This design comes from an exercise in tuning for small area, a short achievable clock period and few clock cycles per item on the open sky130 flow, not from production work. No functional check of the RTL was part of any run shown here.

==> flow/design.v (outline; a module is shown in full before it is edited, if it fits) <==
// module idc_controller: 30 lines
// module idc_datapath: 1792 lines
// module idc_fa: 10 lines
// module inclusive_day_count_between_dates: 44 lines
module inclusive_day_count_between_dates #(
	parameter int unsigned MAX_YEAR = 9999
) (
	input  logic        clk,
	input  logic        arst_n,
	input  logic        dates_valid,
	output logic        dates_ready,
	input  logic [4:0]  dates_start_day,
	input  logic [3:0]  dates_start_month,
	input  logic [13:0] dates_start_year,
	input  logic [4:0]  dates_end_day,
	input  logic [3:0]  dates_end_month,
	input  logic [13:0] dates_end_year,
	output logic        result_valid,
	input  logic        result_ready,
	output logic [21:0] result_day_count,
	output logic        result_order_error
);
  // ...
==> flow/flow/run.sh <==
#!/bin/bash
# The standard layout (the standard.sh, unchanged synthesis), with the
# port buffers made from the smallest buffer cell instead of the default
# choice (the resizer still upsizes them where timing needs it), and the
# resizer's setup target set further below the clock period. ORFS writes
# each step's full log under orfs/logs; make's own output goes to
# standard.log.
set -uo pipefail
bash standard.sh "BUFFER_PORTS_ARGS=-buffer_cell sky130_fd_sc_hd__buf_1" SETUP_SLACK_MARGIN=5.6 finish > standard.log 2>&1
==> flow/standard.sh <==
#!/bin/bash
# synth_recipe.tcl (not shown) runs the flow's synth.tcl, then flattens the netlist and writes it again
# the make line also repeats each setting of config.mk as NAME=value (left out here)
make -C /OpenROAD-flow-scripts/flow DESIGN_CONFIG=/design/flow/config.mk WORK_HOME=/design/flow/orfs CLKGATE_MAP_FILE= SYNTH_SCRIPT=/design/flow/synth_recipe.tcl "${@:-finish}"
==> flow/config.mk <==
export PLATFORM = sky130hd
export DESIGN_NAME = inclusive_day_count_between_dates
export DESIGN_NICKNAME = inclusive_day_count_between_dates
export VERILOG_FILES = /design/flow/design.v
export SDC_FILE = /design/flow/constraint.sdc
export NUM_CORES = 4
export LEC_CHECK = 0
export CAP_MARGIN = 20
export CORE_MARGIN = 2
export CORE_UTILIZATION = 40
export CTS_BUF_LIST = sky130_fd_sc_hd__clkbuf_8
export SETUP_SLACK_MARGIN = 5
export SLEW_MARGIN = 20
export SYNTH_HIERARCHICAL = 1
==> flow/constraint.sdc <==
create_clock -name core_clock -period 10.0 [get_ports {clk}]
set_input_delay 2.0000 -clock core_clock [delete_from_list [all_inputs] [get_ports {clk}]]
set_output_delay 2.0000 -clock core_clock [all_outputs]
set_load 0.01 [all_outputs]
==> impl_table.tex, run 1 <==
\begin{tabular}{lr}
\hline
Metric & Value \\
\hline
\multicolumn{2}{l}{\textbf{Outcome}} \\
Run status & no timing/DRC/antenna violations \\
\multicolumn{2}{l}{\textbf{Logic synthesis}} \\
Synth Area in Compound Gates & roughly 9.8\% \\
Share of synthesized area spent on multiplexers & under 10\% \\
Post-synthesis async set-or-reset flop share & between 2 and 3\% \\
\multicolumn{2}{l}{\textbf{GRT}} \\
Number of global-route vias before repair & 7134 \\
Global routing usage summed across all routing layers & 17.66\% \\
\multicolumn{2}{l}{\textbf{STA}} \\
Final setup slack of the worst path & just under 5000 ps \\
Maximum operating frequency & 197.5 MHz \\
Slew Limit Headroom & between 40\% and 50\% \\
Fin crit period & between 5000 and 6000 ps \\
\multicolumn{2}{l}{\textbf{Critical path}} \\
Crit path depth & 15 \\
Type of element capturing the critical path & register \\
\multicolumn{2}{l}{\textbf{Floorplanning}} \\
DIE WIDTH & about 160 um \\
Effective utilization at floorplan & between 40\% and 50\% \\
\multicolumn{2}{l}{\textbf{Detailed routing}} \\
Vias per Instance & between 5 and 6 \\
\multicolumn{2}{l}{\textbf{Place}} \\
Routability congestion estimate from global placement & 0.8302 \\
\multicolumn{2}{l}{\textbf{Worst hold path}} \\
Worst hold path stage count & 1 \\
\multicolumn{2}{l}{\textbf{CTS}} \\
Number of buffers inserted for hold repair after clock tree synthesis & 0 \\
Clock-pin slew on the worst setup and hold paths & roughly 80 ps \\
Deepest clock path buffer count & 2 \\
\multicolumn{2}{l}{\textbf{Finish}} \\
Final design utilization & 50.99\% \\
NonClk Buf Share & approximately 7.4\% \\
Number of clock buffers in the layout & 9 \\
Ratio of cells with drive above 1 in the final layout & between 20\% and 30\% \\
Post-Layout Cell Count & between 1k and 1.5k \\
Register bank with the most flops & u\_dp.r\_q \\
\multicolumn{2}{l}{\textbf{Flow run}} \\
Maximum Capacitance Violations & 0 \\
\hline
\end{tabular}
==> run 2: changes to the inputs <==
--- a/flow/design.v
+++ b/flow/design.v
@@ -1256,18 +1256,18 @@
 	idc_fa u_w_v_19 (.a(ts_t[4]), .b(w_v_8), .c(w_v_9), .s(w_v_19), .co(w_v_20));
 	idc_fa u_w_v_21 (.a(te_t[5]), .b(ts_t[5]), .c(w_v_10), .s(w_v_21), .co(w_v_22));
 	assign w_v_23 = te_t[6] ^ ts_t[6];
 	assign w_v_24 = te_t[6] & ts_t[6];
 	assign w_v_25 = te_t[7] ^ ts_t[7];
 	assign w_v_26 = te_t[7] & ts_t[7];
 	assign w_v_27 = te_t[8] ^ ts_t[8];
 	assign w_v_28 = te_t[8] & ts_t[8];
-	assign w_v_29 = w_v_11 ^ w_v_1;
-	assign w_v_30 = w_v_11 & w_v_1;
+	assign w_v_29 = w_v_1 ^ w_v_11;
+	assign w_v_30 = w_v_1 & w_v_11;
 	assign w_v_31 = w_v_12 ^ w_v_13;
 	assign w_v_32 = w_v_12 & w_v_13;
 	assign w_v_33 = w_v_14 ^ w_v_15;
 	assign w_v_34 = w_v_14 & w_v_15;
 	assign w_v_35 = w_v_16 ^ w_v_17;
 	assign w_v_36 = w_v_16 & w_v_17;
 	assign w_v_37 = w_v_18 ^ w_v_19;
 	assign w_v_38 = w_v_18 & w_v_19;
@@ -1654,189 +1654,189 @@
 	assign t_3 = ecn_q[2] ^ ecn_q[0];
 	assign t_4 = ecn_q[2] & ecn_q[0];
 	idc_fa u_t_5 (.a(da_q[1]), .b(sc_q[2]), .c(sc_q[3]), .s(t_5), .co(t_6));
 	idc_fa u_t_7 (.a(sc_q[1]), .b(ecn_q[2]), .c(ecn_q[3]), .s(t_7), .co(t_8));
 	assign t_9 = ecn_q[1] ^ v_q[1];
 	assign t_10 = ecn_q[1] & v_q[1];
 	idc_fa u_t_11 (.a(da_q[2]), .b(da_q[0]), .c(sc_q[3]), .s(t_11), .co(t_12));
 	idc_fa u_t_13 (.a(sc_q[4]), .b(ecn_q[3]), .c(ecn_q[4]), .s(t_13), .co(t_14));
-	assign t_15 = v_q[2] ^ yb_t[2];
-	assign t_16 = v_q[2] & yb_t[2];
+	assign t_15 = v_q[2] ^ t_11;
+	assign t_16 = v_q[2] & t_11;
 	idc_fa u_t_17 (.a(da_q[3]), .b(da_q[1]), .c(sc_q[4]), .s(t_17), .co(t_18));
 	idc_fa u_t_19 (.a(sc_q[5]), .b(ecn_q[4]), .c(ecn_q[5]), .s(t_19), .co(t_20));
-	assign t_21 = v_q[3] ^ yb_t[3];
-	assign t_22 = v_q[3] & yb_t[3];
+	assign t_21 = v_q[3] ^ t_17;
+	assign t_22 = v_q[3] & t_17;
 	idc_fa u_t_23 (.a(da_q[4]), .b(da_q[2]), .c(da_q[0]), .s(t_23), .co(t_24));
 	idc_fa u_t_25 (.a(sc_q[5]), .b(sc_q[6]), .c(ecn_q[5]), .s(t_25), .co(t_26));
-	idc_fa u_t_27 (.a(ecn_q[6]), .b(v_q[4]), .c(yb_t[4]), .s(t_27), .co(t_28));
+	idc_fa u_t_27 (.a(ecn_q[6]), .b(v_q[4]), .c(t_23), .s(t_27), .co(t_28));
 	idc_fa u_t_29 (.a(da_q[5]), .b(da_q[3]), .c(da_q[1]), .s(t_29), .co(t_30));
 	idc_fa u_t_31 (.a(da_q[0]), .b(sc_q[6]), .c(ecn_q[6]), .s(t_31), .co(t_32));
-	assign t_33 = v_q[5] ^ yb_t[5];
-	assign t_34 = v_q[5] & yb_t[5];
+	assign t_33 = v_q[5] ^ t_29;
+	assign t_34 = v_q[5] & t_29;
 	idc_fa u_t_35 (.a(da_q[6]), .b(da_q[4]), .c(da_q[2]), .s(t_35), .co(t_36));
 	assign t_37 = da_q[1] ^ v_q[6];
 	assign t_38 = da_q[1] & v_q[6];
 	idc_fa u_t_39 (.a(da_q[7]), .b(da_q[5]), .c(da_q[3]), .s(t_39), .co(t_40));
 	assign t_41 = da_q[2] ^ da_q[0];
 	assign t_42 = da_q[2] & da_q[0];
 	idc_fa u_t_43 (.a(da_q[8]), .b(da_q[6]), .c(da_q[4]), .s(t_43), .co(t_44));
 	idc_fa u_t_45 (.a(da_q[3]), .b(da_q[1]), .c(da_q[0]), .s(t_45), .co(t_46));
 	idc_fa u_t_47 (.a(da_q[9]), .b(da_q[7]), .c(da_q[5]), .s(t_47), .co(t_48));
 	idc_fa u_t_49 (.a(da_q[4]), .b(da_q[2]), .c(da_q[1]), .s(t_49), .co(t_50));
 	idc_fa u_t_51 (.a(da_q[10]), .b(da_q[8]), .c(da_q[6]), .s(t_51), .co(t_52));
 	idc_fa u_t_53 (.a(da_q[5]), .b(da_q[3]), .c(da_q[2]), .s(t_53), .co(t_54));
 	assign t_55 = da_q[0] ^ v_q[10];
 	assign t_56 = da_q[0] & v_q[10];
 	idc_fa u_t_57 (.a(da_q[11]), .b(da_q[9]), .c(da_q[7]), .s(t_57), .co(t_58));
 	idc_fa u_t_59 (.a(da_q[6]), .b(da_q[4]), .c(da_q[3]), .s(t_59), .co(t_60));
-	idc_fa u_t_61 (.a(da_q[1]), .b(v_q[11]), .c(yb_t[11]), .s(t_61), .co(t_62));
+	idc_fa u_t_61 (.a(da_q[1]), .b(v_q[11]), .c(t_57), .s(t_61), .co(t_62));
 	idc_fa u_t_63 (.a(da_q[12]), .b(da_q[10]), .c(da_q[8]), .s(t_63), .co(t_64));
 	idc_fa u_t_65 (.a(da_q[7]), .b(da_q[5]), .c(da_q[4]), .s(t_65), .co(t_66));
 	assign t_67 = da_q[2] ^ v_q[12];
 	assign t_68 = da_q[2] & v_q[12];
 	idc_fa u_t_69 (.a(da_q[11]), .b(da_q[9]), .c(da_q[8]), .s(t_69), .co(t_70));
 	idc_fa u_t_71 (.a(da_q[6]), .b(da_q[5]), .c(da_q[3]), .s(t_71), .co(t_72));
 	idc_fa u_t_73 (.a(da_q[12]), .b(da_q[10]), .c(da_q[9]), .s(t_73), .co(t_74));
 	assign t_75 = da_q[11] ^ da_q[10];
 	assign t_76 = da_q[11] & da_q[10];
 	idc_fa u_t_77 (.a(v_q[0]), .b(sl_q), .c(eln_q), .s(t_77), .co(t_78));
 	idc_fa u_t_79 (.a(t_4), .b(t_9), .c(t_2), .s(t_79), .co(t_80));
 	assign t_81 = t_5 ^ t_7;
 	assign t_82 = t_5 & t_7;
 	idc_fa u_t_83 (.a(t_10), .b(t_6), .c(t_8), .s(t_83), .co(t_84));
-	idc_fa u_t_85 (.a(t_11), .b(t_13), .c(t_15), .s(t_85), .co(t_86));
-	idc_fa u_t_87 (.a(t_12), .b(t_14), .c(t_17), .s(t_87), .co(t_88));
-	idc_fa u_t_89 (.a(t_19), .b(t_16), .c(t_21), .s(t_89), .co(t_90));
-	idc_fa u_t_91 (.a(t_18), .b(t_20), .c(t_23), .s(t_91), .co(t_92));
-	idc_fa u_t_93 (.a(t_25), .b(t_22), .c(t_27), .s(t_93), .co(t_94));
-	idc_fa u_t_95 (.a(t_24), .b(t_26), .c(t_29), .s(t_95), .co(t_96));
-	idc_fa u_t_97 (.a(t_31), .b(t_33), .c(t_28), .s(t_97), .co(t_98));
+	idc_fa u_t_85 (.a(t_13), .b(yb_t[2]), .c(t_15), .s(t_85), .co(t_86));
+	idc_fa u_t_87 (.a(t_12), .b(t_14), .c(t_19), .s(t_87), .co(t_88));
+	idc_fa u_t_89 (.a(yb_t[3]), .b(t_16), .c(t_21), .s(t_89), .co(t_90));
+	idc_fa u_t_91 (.a(t_18), .b(t_20), .c(t_25), .s(t_91), .co(t_92));
+	idc_fa u_t_93 (.a(yb_t[4]), .b(t_22), .c(t_27), .s(t_93), .co(t_94));
+	idc_fa u_t_95 (.a(t_24), .b(t_26), .c(t_31), .s(t_95), .co(t_96));
+	idc_fa u_t_97 (.a(yb_t[5]), .b(t_33), .c(t_28), .s(t_97), .co(t_98));
 	idc_fa u_t_99 (.a(t_37), .b(t_30), .c(t_32), .s(t_99), .co(t_100));
 	idc_fa u_t_101 (.a(t_35), .b(yb_t[6]), .c(t_34), .s(t_101), .co(t_102));
 	idc_fa u_t_103 (.a(v_q[7]), .b(t_38), .c(t_41), .s(t_103), .co(t_104));
 	idc_fa u_t_105 (.a(t_36), .b(t_39), .c(yb_t[7]), .s(t_105), .co(t_106));
 	idc_fa u_t_107 (.a(v_q[8]), .b(t_42), .c(t_40), .s(t_107), .co(t_108));
 	idc_fa u_t_109 (.a(t_43), .b(t_45), .c(yb_t[8]), .s(t_109), .co(t_110));
 	idc_fa u_t_111 (.a(v_q[9]), .b(t_44), .c(t_46), .s(t_111), .co(t_112));
 	idc_fa u_t_113 (.a(t_47), .b(t_49), .c(yb_t[9]), .s(t_113), .co(t_114));
 	idc_fa u_t_115 (.a(t_55), .b(t_48), .c(t_50), .s(t_115), .co(t_116));
 	idc_fa u_t_117 (.a(t_51), .b(t_53), .c(yb_t[10]), .s(t_117), .co(t_118));
 	idc_fa u_t_119 (.a(t_56), .b(t_52), .c(t_54), .s(t_119), .co(t_120));
-	idc_fa u_t_121 (.a(t_57), .b(t_59), .c(t_61), .s(t_121), .co(t_122));
+	idc_fa u_t_121 (.a(t_59), .b(yb_t[11]), .c(t_119), .s(t_121), .co(t_122));
 	idc_fa u_t_123 (.a(t_67), .b(t_58), .c(t_60), .s(t_123), .co(t_124));
 	idc_fa u_t_125 (.a(t_63), .b(t_65), .c(t_62), .s(t_125), .co(t_126));
 	idc_fa u_t_127 (.a(t_68), .b(t_64), .c(t_66), .s(t_127), .co(t_128));
-	assign t_129 = t_69 ^ t_71;
-	assign t_130 = t_69 & t_71;
+	idc_fa u_t_129 (.a(t_69), .b(t_71), .c(t_127), .s(t_129), .co(t_130));
 	idc_fa u_t_131 (.a(da_q[7]), .b(da_q[6]), .c(da_q[4]), .s(t_131), .co(t_132));
 	idc_fa u_t_133 (.a(t_70), .b(t_72), .c(t_73), .s(t_133), .co(t_134));
 	idc_fa u_t_135 (.a(da_q[8]), .b(da_q[7]), .c(da_q[5]), .s(t_135), .co(t_136));
-	assign t_137 = t_75 ^ t_74;
-	assign t_138 = t_75 & t_74;
+	idc_fa u_t_137 (.a(t_75), .b(t_74), .c(t_135), .s(t_137), .co(t_138));
 	idc_fa u_t_139 (.a(da_q[12]), .b(da_q[11]), .c(da_q[9]), .s(t_139), .co(t_140));
 	idc_fa u_t_141 (.a(da_q[8]), .b(da_q[6]), .c(t_76), .s(t_141), .co(t_142));
 	idc_fa u_t_143 (.a(da_q[12]), .b(da_q[10]), .c(da_q[9]), .s(t_143), .co(t_144));
 	assign t_145 = da_q[11] ^ da_q[10];
 	assign t_146 = da_q[11] & da_q[10];
-	assign t_147 = t_3 ^ t_77;
-	assign t_148 = t_3 & t_77;
+	assign t_147 = t_3 ^ t_1;
+	assign t_148 = t_3 & t_1;
 	idc_fa u_t_149 (.a(t_78), .b(yb_t[1]), .c(t_81), .s(t_149), .co(t_150));
 	idc_fa u_t_151 (.a(t_82), .b(t_80), .c(t_83), .s(t_151), .co(t_152));
 	idc_fa u_t_153 (.a(t_84), .b(t_87), .c(t_86), .s(t_153), .co(t_154));
 	idc_fa u_t_155 (.a(t_88), .b(t_91), .c(t_90), .s(t_155), .co(t_156));
 	idc_fa u_t_157 (.a(t_92), .b(t_95), .c(t_94), .s(t_157), .co(t_158));
 	idc_fa u_t_159 (.a(t_96), .b(t_99), .c(t_101), .s(t_159), .co(t_160));
 	idc_fa u_t_161 (.a(t_103), .b(t_100), .c(t_105), .s(t_161), .co(t_162));
 	idc_fa u_t_163 (.a(t_104), .b(t_107), .c(t_106), .s(t_163), .co(t_164));
 	idc_fa u_t_165 (.a(t_108), .b(t_111), .c(t_110), .s(t_165), .co(t_166));
 	idc_fa u_t_167 (.a(t_112), .b(t_115), .c(t_114), .s(t_167), .co(t_168));
-	idc_fa u_t_169 (.a(t_116), .b(t_119), .c(t_118), .s(t_169), .co(t_170));
+	idc_fa u_t_169 (.a(t_116), .b(t_118), .c(t_61), .s(t_169), .co(t_170));
 	idc_fa u_t_171 (.a(t_120), .b(t_123), .c(t_122), .s(t_171), .co(t_172));
-	idc_fa u_t_173 (.a(t_129), .b(t_124), .c(t_127), .s(t_173), .co(t_174));
-	idc_fa u_t_175 (.a(t_131), .b(t_130), .c(t_128), .s(t_175), .co(t_176));
-	idc_fa u_t_177 (.a(t_132), .b(t_135), .c(t_137), .s(t_177), .co(t_178));
-	idc_fa u_t_179 (.a(t_136), .b(t_139), .c(t_138), .s(t_179), .co(t_180));
+	idc_fa u_t_173 (.a(t_124), .b(t_126), .c(t_129), .s(t_173), .co(t_174));
+	idc_fa u_t_175 (.a(t_131), .b(t_128), .c(t_133), .s(t_175), .co(t_176));
+	idc_fa u_t_177 (.a(t_132), .b(t_134), .c(t_137), .s(t_177), .co(t_178));
+	idc_fa u_t_179 (.a(t_136), .b(t_139), .c(t_141), .s(t_179), .co(t_180));
 	idc_fa u_t_181 (.a(da_q[7]), .b(t_140), .c(t_143), .s(t_181), .co(t_182));
 	idc_fa u_t_183 (.a(da_q[8]), .b(t_145), .c(t_144), .s(t_183), .co(t_184));
 	idc_fa u_t_185 (.a(da_q[12]), .b(da_q[11]), .c(da_q[9]), .s(t_185), .co(t_186));
-	assign t_187 = t_1 ^ yb_t[0];
-	assign t_188 = t_1 & yb_t[0];
+	assign t_187 = t_77 ^ yb_t[0];
+	assign t_188 = t_77 & yb_t[0];
 	idc_fa u_t_189 (.a(t_148), .b(t_79), .c(t_149), .s(t_189), .co(t_190));
 	idc_fa u_t_191 (.a(t_150), .b(t_85), .c(t_151), .s(t_191), .co(t_192));
-	idc_fa u_t_193 (.a(t_152), .b(t_89), .c(t_153), .s(t_193), .co(t_194));
+	idc_fa u_t_193 (.a(t_89), .b(t_152), .c(t_153), .s(t_193), .co(t_194));
 	idc_fa u_t_195 (.a(t_93), .b(t_154), .c(t_155), .s(t_195), .co(t_196));
 	idc_fa u_t_197 (.a(t_97), .b(t_156), .c(t_157), .s(t_197), .co(t_198));
 	idc_fa u_t_199 (.a(t_98), .b(t_159), .c(t_158), .s(t_199), .co(t_200));
 	idc_fa u_t_201 (.a(t_102), .b(t_161), .c(t_160), .s(t_201), .co(t_202));
 	idc_fa u_t_203 (.a(t_109), .b(t_162), .c(t_163), .s(t_203), .co(t_204));
 	idc_fa u_t_205 (.a(t_113), .b(t_164), .c(t_165), .s(t_205), .co(t_206));
 	idc_fa u_t_207 (.a(t_117), .b(t_166), .c(t_167), .s(t_207), .co(t_208));
-	idc_fa u_t_209 (.a(t_168), .b(t_169), .c(t_121), .s(t_209), .co(t_210));
+	idc_fa u_t_209 (.a(t_168), .b(t_121), .c(t_169), .s(t_209), .co(t_210));
 	idc_fa u_t_211 (.a(t_170), .b(t_125), .c(t_171), .s(t_211), .co(t_212));
-	idc_fa u_t_213 (.a(t_173), .b(t_126), .c(t_172), .s(t_213), .co(t_214));
-	idc_fa u_t_215 (.a(t_133), .b(t_174), .c(t_175), .s(t_215), .co(t_216));
-	idc_fa u_t_217 (.a(t_134), .b(t_177), .c(t_176), .s(t_217), .co(t_218));
-	idc_fa u_t_219 (.a(t_141), .b(t_179), .c(t_178), .s(t_219), .co(t_220));
+	assign t_213 = t_172 ^ t_173;
+	assign t_214 = t_172 & t_173;
+	idc_fa u_t_215 (.a(t_130), .b(t_175), .c(t_174), .s(t_215), .co(t_216));
+	assign t_217 = t_176 ^ t_177;
+	assign t_218 = t_176 & t_177;
+	idc_fa u_t_219 (.a(t_138), .b(t_179), .c(t_178), .s(t_219), .co(t_220));
 	idc_fa u_t_221 (.a(t_142), .b(t_181), .c(t_180), .s(t_221), .co(t_222));
 	assign t_223 = t_182 ^ t_183;
 	assign t_224 = t_182 & t_183;
 	idc_fa u_t_225 (.a(t_146), .b(t_185), .c(t_184), .s(t_225), .co(t_226));
 	idc_fa u_t_227 (.a(da_q[12]), .b(da_q[10]), .c(t_186), .s(t_227), .co(t_228));
-	assign t_229 = t_212 ^ t_213;
-	assign t_230 = t_212 & t_213;
-	assign t_231 = t_215 ^ t_214;
-	assign t_232 = t_215 & t_214;
-	assign t_233 = t_216 ^ t_217;
-	assign t_234 = t_216 & t_217;
-	assign t_235 = t_219 ^ t_218;
-	assign t_236 = t_219 & t_218;
+	assign t_229 = t_213 ^ t_212;
+	assign t_230 = t_213 & t_212;
+	assign t_231 = t_214 ^ t_215;
+	assign t_232 = t_214 & t_215;
+	assign t_233 = t_217 ^ t_216;
+	assign t_234 = t_217 & t_216;
+	assign t_235 = t_218 ^ t_219;
+	assign t_236 = t_218 & t_219;
 	assign t_237 = t_221 ^ t_220;
 	assign t_238 = t_221 & t_220;
 	assign t_239 = t_223 ^ t_222;
 	assign t_240 = t_223 & t_222;
 	assign t_241 = t_224 ^ t_225;
 	assign t_242 = t_224 & t_225;
 	assign t_243 = t_227 ^ t_226;
 	assign t_244 = t_227 & t_226;
 	assign t_245 = da_q[11] ^ t_228;
 	assign t_246 = da_q[11] & t_228;
-	assign t_247 = t_233 ^ t_232;
-	assign t_248 = t_233 & t_232;
-	assign t_249 = t_234 ^ t_235;
-	assign t_250 = t_234 & t_235;
+	assign t_247 = t_232 ^ t_233;
+	assign t_248 = t_232 & t_233;
+	assign t_249 = t_235 ^ t_234;
+	assign t_250 = t_235 & t_234;
 	assign t_251 = t_236 ^ t_237;
 	assign t_252 = t_236 & t_237;
-	assign t_253 = t_238 ^ t_239;
-	assign t_254 = t_238 & t_239;
+	assign t_253 = t_239 ^ t_238;
+	assign t_254 = t_239 & t_238;
 	assign t_255 = t_241 ^ t_240;
 	assign t_256 = t_241 & t_240;
 	assign t_257 = t_242 ^ t_243;
 	assign t_258 = t_242 & t_243;
 	assign t_259 = t_245 ^ t_244;
 	assign t_260 = t_245 & t_244;
 	assign t_261 = da_q[12] ^ t_246;
 	assign t_262 = da_q[12] & t_246;
 	assign t_263 = t_252 ^ t_253;
 	assign t_264 = t_252 & t_253;
-	assign t_265 = t_254 ^ t_255;
-	assign t_266 = t_254 & t_255;
-	assign t_267 = t_256 ^ t_257;
-	assign t_268 = t_256 & t_257;
+	assign t_265 = t_255 ^ t_254;
+	assign t_266 = t_255 & t_254;
+	assign t_267 = t_257 ^ t_256;
+	assign t_268 = t_257 & t_256;
 	assign t_269 = t_258 ^ t_259;
 	assign t_270 = t_258 & t_259;
 	assign t_271 = t_261 ^ t_260;
 	assign t_272 = t_261 & t_260;
 	assign t_273 = t_269 ^ t_268;
 	assign t_274 = t_269 & t_268;
 	assign t_275 = t_270 ^ t_271;
 	assign t_276 = t_270 & t_271;
 	logic [22:0] r_d;
 	logic [22:0] r_q;
-	assign r_d = ({t_274, t_273, t_266, t_265, t_263, t_250, t_249, t_247, t_230, t_229, t_210, t_208, t_206, t_204, t_203, t_201, t_198, t_196, t_194, t_192, t_190, t_188, t_147} + {t_275, 1'b1, t_267, t_264, 1'b1, t_251, t_248, 1'b1, t_231, 1'b1, t_211, t_209, t_207, t_205, t_202, t_200, t_199, t_197, t_195, t_193, t_191, t_189, t_187});
+	assign r_d = ({t_274, t_273, t_267, t_265, t_263, t_251, t_248, t_247, t_230, t_229, t_210, t_208, t_206, t_204, t_203, t_201, t_198, t_196, t_194, t_192, t_190, t_188, t_147} + {t_275, 1'b1, t_266, t_264, 1'b1, t_250, t_249, 1'b1, t_231, 1'b1, t_211, t_209, t_207, t_205, t_202, t_200, t_199, t_197, t_195, t_193, t_191, t_189, t_187});
 	always_ff @(posedge clk) begin
 		if (en2) begin
 			r_q <= r_d;
 		end
 	end
 	assign day_count   = r_q[22] ? 22'd0 : r_q[21:0];
 	assign order_error = r_q[22] || (r_q == 23'd0);
 endmodule
==> flow/flow/run.sh (replaced) <==
#!/bin/bash
# The standard layout (the standard.sh, unchanged synthesis), with the
# port buffers made from the smallest buffer cell instead of the default
# choice; the resizer still upsizes them where timing needs it. ORFS writes
# each step's full log under orfs/logs; make's own output goes to
# standard.log.
set -uo pipefail
bash standard.sh "BUFFER_PORTS_ARGS=-buffer_cell sky130_fd_sc_hd__buf_1" finish > standard.log 2>&1
==> impl_table.tex, run 2 <==
\begin{tabular}{lr}
\hline
Metric & Value \\
\hline
\multicolumn{2}{l}{\textbf{Finish}} \\
Leading registers by flop count & u\_dp.r\_q x23, u\_dp.da\_q x13, u\_dp.v\_q x11 (unchanged) \\
Antenna Cells & 0 (unchanged) \\
Total non-filler cell area in the finished layout & 11950 um\^{}2 (was 12730 um\^{}2) \\
Most frequent standard cell in the layout excluding fill and tap cells & sky130\_fd\_sc\_hd\_\_ha\_1 (unchanged) \\
Area Growth Syn to Fin & 16.94\% (was 26.02\%) \\
Number of nets in the final layout & 1403 (was 1394) \\
Register area & 2062 um\^{}2 (unchanged) \\
Ratio of cells with drive above 1 in the final layout & 18.82\% (was 26.86\%) \\
Post-Layout Cell Count & 1361 (was 1354) \\
Filler Cell Count & 2391 (was 2238) \\
Total area of multi-input combinational cells & 8230 um\^{}2 (was 8875 um\^{}2) \\
Register bank with the most flops & u\_dp.r\_q (unchanged) \\
Largest register FFs & 23 (unchanged) \\
Most frequent cells in the layout & sky130\_fd\_sc\_hd\_\_ha\_1, sky130\_fd\_sc\_hd\_\_fa\_1, sky130\_fd\_sc\_hd\_\_edfxtp\_1, sky130\_fd\_sc\_hd\_\_buf\_4, sky130\_fd\_sc\_hd\_\_nor2\_1 (unchanged) \\
\multicolumn{2}{l}{\textbf{Place}} \\
Post-placement cell area & 10930 um\^{}2 (was 11170 um\^{}2) \\
Pre-CTS setup slack & 4245 ps (was 4230 ps) \\
Total half-perimeter wirelength after legalization and detailed placement & 17.37 mm (was 17.70 mm) \\
Port Buffer Count & 74 (unchanged) \\
Post-placement cell count & 1284 (was 1278) \\
Routability congestion estimate from global placement & 0.8431 (was 0.8302) \\
\multicolumn{2}{l}{\textbf{Floorplanning}} \\
Die H & 163.8 um (was 162.9 um) \\
I/O pins & 75 (unchanged) \\
Number of placement rows & 58 (unchanged) \\
Effective utilization at floorplan & 40.68\% (was 40.46\%) \\
Die Outline Area & 26830 um\^{}2 (was 26540 um\^{}2) \\
Core area & 25110 um\^{}2 (was 24960 um\^{}2) \\
DIE WIDTH & 163.8 um (was 162.9 um) \\
\multicolumn{2}{l}{\textbf{Critical path}} \\
Critical path's top delay family & adder cells (unchanged) \\
Most Frequent Cell on Critical Path & sky130\_fd\_sc\_hd\_\_ha\_4 \\
Crit path arrival time & 5160 ps (was 5320 ps) \\
Critical path class & in2reg (unchanged) \\
Worst path slowest cell & sky130\_fd\_sc\_hd\_\_fa\_1 (unchanged) \\
Worst-path fanout max & 5 (unchanged) \\
Crit path launch type & input port (unchanged) \\
Type of element capturing the critical path & register (unchanged) \\
Largest stage delay on the critical path & 570 ps (was 560 ps) \\
Number of buffer and inverter instances along the worst setup path & 1 (was 2) \\
Worst endpoint required time & 10130 ps (was 10260 ps) \\
Cell chain of the critical path & buf\_12 -> fa\_2 -> fa\_1 -> ha\_4 -> ha\_4 -> ha\_4 -> ha\_4 -> or4\_1 -> nor2\_1 -> o211ai\_1 -> and3\_4 -> o41ai\_4 -> xnor2\_1 -> nor2\_1 (was buf\_6 -> ha\_4 -> o21ai\_4 -> o21ai\_4 -> fa\_1 -> fa\_1 -> fa\_2 -> a21o\_1 -> a21o\_1 -> a21o\_1 -> a21oi\_2 -> o21bai\_2 -> a21oi\_2 -> fa\_1 -> inv\_1) \\
\multicolumn{2}{l}{\textbf{STA}} \\
Final-layout setup total negative slack & 0 ps (unchanged) \\
Final number of max-transition violations & 0 (unchanged) \\
Period Utilization, post-route & 50.28\% (was 50.63\%) \\
Maximum operating frequency & 198.9 MHz (was 197.5 MHz) \\
Setup clock skew after layout & 19.44 ps (was 12.66 ps) \\
Setup repair after global routing missed its margin & yes (unchanged) \\
Slew at the pin with the worst max-slew slack & 820.9 ps (was 813.5 ps) \\
Final setup slack of the worst path & 4972 ps (was 4937 ps) \\
Slew Limit Headroom & 45.21\% (was 45.71\%) \\
Fin crit period & 5028 ps (was 5063 ps) \\
Final setup violation count & 0 (unchanged) \\
Final Hold Violating Endpoints & 0 (unchanged) \\
\multicolumn{2}{l}{\textbf{Detailed routing}} \\
Number of iterations in the first detailed-routing pass & 4 (unchanged) \\
Total detailed-routing wirelength & 21.20 mm (was 22.49 mm) \\
Remaining number of nets flagged by the antenna check after routing & 0 (unchanged) \\
Avg WL per Cell & 15.57 um (was 16.61 um) \\
Number of design rule violations left after detail routing & 0 (unchanged) \\
Total via count in the routed design & 6919 (was 7007) \\
Iteration-0 DRC count of the detailed router & 280 (was 266) \\
Vias per Instance & 5.084 (was 5.175) \\
\multicolumn{2}{l}{\textbf{Logic synthesis}} \\
Post-synth net total & 1272 (was 1265) \\
Cell count after synthesis & 895 (was 890) \\
Yosys warning count & 8 (unchanged) \\
Share of synthesized area spent on multiplexers & 1.029\% (was 1.053\%) \\
Synthesized area per cell & 11.41 um\^{}2 (was 11.35 um\^{}2) \\
Most used DFF post-synth & sky130\_fd\_sc\_hd\_\_edfxtp\_1 (unchanged) \\
Post-synthesis async set-or-reset flop share & 2.899\% (unchanged) \\
Count of state elements after synthesis & 69 (unchanged) \\
Dominant combinational cell family by area after synthesis & adder cells (unchanged) \\
Post-synthesis instance area & 10210 um\^{}2 (was 10100 um\^{}2) \\
Xor-xnor portion of the synthesized cell area & 4.630\% (was 4.682\%) \\
Count of unique library cells instantiated by Yosys & 67 (was 61) \\
Synth Area in Compound Gates & 10.57\% (was 9.786\%) \\
Synth area leader & sky130\_fd\_sc\_hd\_\_fa\_1 (unchanged) \\
Proportion of netlist area held by the largest area contributor & 26.85\% (was 27.15\%) \\
Arithmetic-cell share of the synthesized area counting full adders, half adders and majority gates & 50.12\% (was 50.44\%) \\
Sequential cell area fraction in the yosys report & 20.19\% (was 20.41\%) \\
Post-synthesis simple-gate area fraction & 10.78\% (was 10.91\%) \\
Most common cell in the netlist & sky130\_fd\_sc\_hd\_\_ha\_1 (unchanged) \\
Top area cells in the synthesized netlist & sky130\_fd\_sc\_hd\_\_fa\_1, sky130\_fd\_sc\_hd\_\_ha\_1, sky130\_fd\_sc\_hd\_\_edfxtp\_1, sky130\_fd\_sc\_hd\_\_xnor2\_1, sky130\_fd\_sc\_hd\_\_inv\_1 (unchanged) \\
Number of enable-type register cells in the synthesized netlist & 67 (unchanged) \\
Commonest cells in the netlist & sky130\_fd\_sc\_hd\_\_ha\_1, sky130\_fd\_sc\_hd\_\_fa\_1, sky130\_fd\_sc\_hd\_\_edfxtp\_1, sky130\_fd\_sc\_hd\_\_inv\_1, sky130\_fd\_sc\_hd\_\_nor2\_1 (unchanged) \\
\multicolumn{2}{l}{\textbf{GRT}} \\
First-pass GRT wire length & 34.11 mm (was 36.41 mm) \\
Antenna violations before repair & 0 (unchanged) \\
Largest net degree at the start of global routing & 46 (was 25) \\
Total grt overflow & 0 (unchanged) \\
Number of global-route vias before repair & 6800 (was 7134) \\
Global routing usage summed across all routing layers & 16.22\% (was 17.66\%) \\
\multicolumn{2}{l}{\textbf{CTS}} \\
TritonCTS clock tree & yes (unchanged) \\
Number of CTS-inserted buffers & 9 (unchanged) \\
Clock-pin slew on the worst setup and hold paths & 100 ps (was 80 ps) \\
Number of clock sinks & 69 (unchanged) \\
Number of buffers inserted for hold repair after clock tree synthesis & 0 (unchanged) \\
Later-pin clock latency in the skew report & 370 ps (was 380 ps) \\
Library cell used as clock root buffer & sky130\_fd\_sc\_hd\_\_clkbuf\_8 (unchanged) \\
Number of H-tree levels & 3 (unchanged) \\
Deepest clock path buffer count & 2 (unchanged) \\
\multicolumn{2}{l}{\textbf{Outcome}} \\
Run status & no timing/DRC/antenna violations (unchanged) \\
\multicolumn{2}{l}{\textbf{Worst hold path}} \\
Worst Hold Class & reg2reg (unchanged) \\
\multicolumn{2}{l}{\textbf{Flow run}} \\
Maximum Capacitance Violations & 0 (unchanged) \\
\hline
\end{tabular}
==> run 2: timing repair <==
action | CTS | global route
resized for setup | 55 | 50
pin swaps | 18 | 28
setup endpoints to repair | 22 | 25
buffers inserted | 23 | 38
==> run 2: layout make-up <==
type                       instances  area share, %
tap                              330          3.457
clock buffer                       9          1.037
inverter                          54          1.844
timing repair buffer             136          7.018
multi-input combinational        756          68.90
clock inverter                     7         0.4818
sequential                        69          17.26
==> run 2: worst register-to-register path: cells and delay by family, from the launching register on <==
| family | cells | cell delay [ps] |
|---|---|---|
| adders and majority gates | 7 | 2730 |
| and+or+nand+nor | 3 | 720 |
| AOI/OAI and AO/OA | 2 | 540 |
| DFF | 1 | 510 |
| xor gates and xnor gates | 1 | 100 |
==> run 2: metal layers <==
layer	vias to the layer above	track usage (%)	routed length, um
li1	3450	-	-
met4	0	3.110	237
met2	114	25.29	9672
met3	12	2.399	874
met1	3343	24.14	10410
met5	-	0	0
==> run 2: per-module statistics from Yosys (local to each module, per instance), excerpt <==
module / flops+latches / area [um^2] / cells
idc_controller: 2 / 92.59 / 8
idc_datapath: 67 / 7560 / 759
idc_fa: 0 / 20.02 / 1
==> run 2: metrics by stage <==
step	hold slack, ps	utilization [%]
floorplan	477.8	-
global placement	501.9	43.52
detailed placement	497.6	43.52
CTS	531.0	45.63
global route	553.1	47.57
finish	525.5	47.57
==> run 2: path summary, 6_finish.rpt <==
path,slack [ps],startpoint,to,cells after the start
max,4970,dates_end_year[11],u_dp.ecn_q[5],14
min,530,u_ctrl.v1_q,u_ctrl.v1_q,1
max reg2reg,5160,u_dp.da_q[7],u_dp.r_q[22],13
min reg2reg,530,u_ctrl.v1_q,u_ctrl.v1_q,1
max in group asynchronous,8470,arst_n,u_ctrl.v2_q,1
min in group asynchronous,1400,arst_n,u_ctrl.v1_q,1
==> run 2: cells by family (layout without fill, tap and decap cells) <==
| group | Yosys count | after routing |
|---|---|---|
| XOR/XNOR | 54 | 54 |
| buffers and inverters | 70 | 206 |
| AND/OR/NAND/NOR | 211 | 211 |
| adder cells (fa/ha/maj) | 327 | 327 |
| other | 2 | 2 |
| flip-flops | 69 | 69 |
| multiplexers | 8 | 8 |
| AO/OA/AOI/OAI | 154 | 154 |

afterwards: timing with drivers on the ports:
No port has a modelled driver above. Below, the same layouts with a new extraction and two added sets of constraints.
Step 1 sets driving cells, clkbuf_16 on the clock port and buf_2 on the other inputs (assumed; they add their load-dependent delay and slew).
Step 2 moves the port delays by t, midway between the first and last clock arrival at a register: inputs arrive t later, outputs are due t later. That takes back most of the time a late clock gives input paths.
a / b / c = no drivers / after step 1 / after step 2; a / b = the first two.
run	t (ns)	setup slack, ns	latest minus earliest clock arrival (ns)	worst data-port slew with drivers (ns)
run 1	0.420	4.937 / 4.919 / 4.498	0.012 / 0.013	0.07
run 2	0.398	4.972 / 4.966 / 4.568	0.019 / 0.020	0.06
After both steps every run listed still meets setup and hold. For run 1, which loses most, drivers alone change the setup slack by -0.018 ns; drivers and shift together by -0.439 ns.
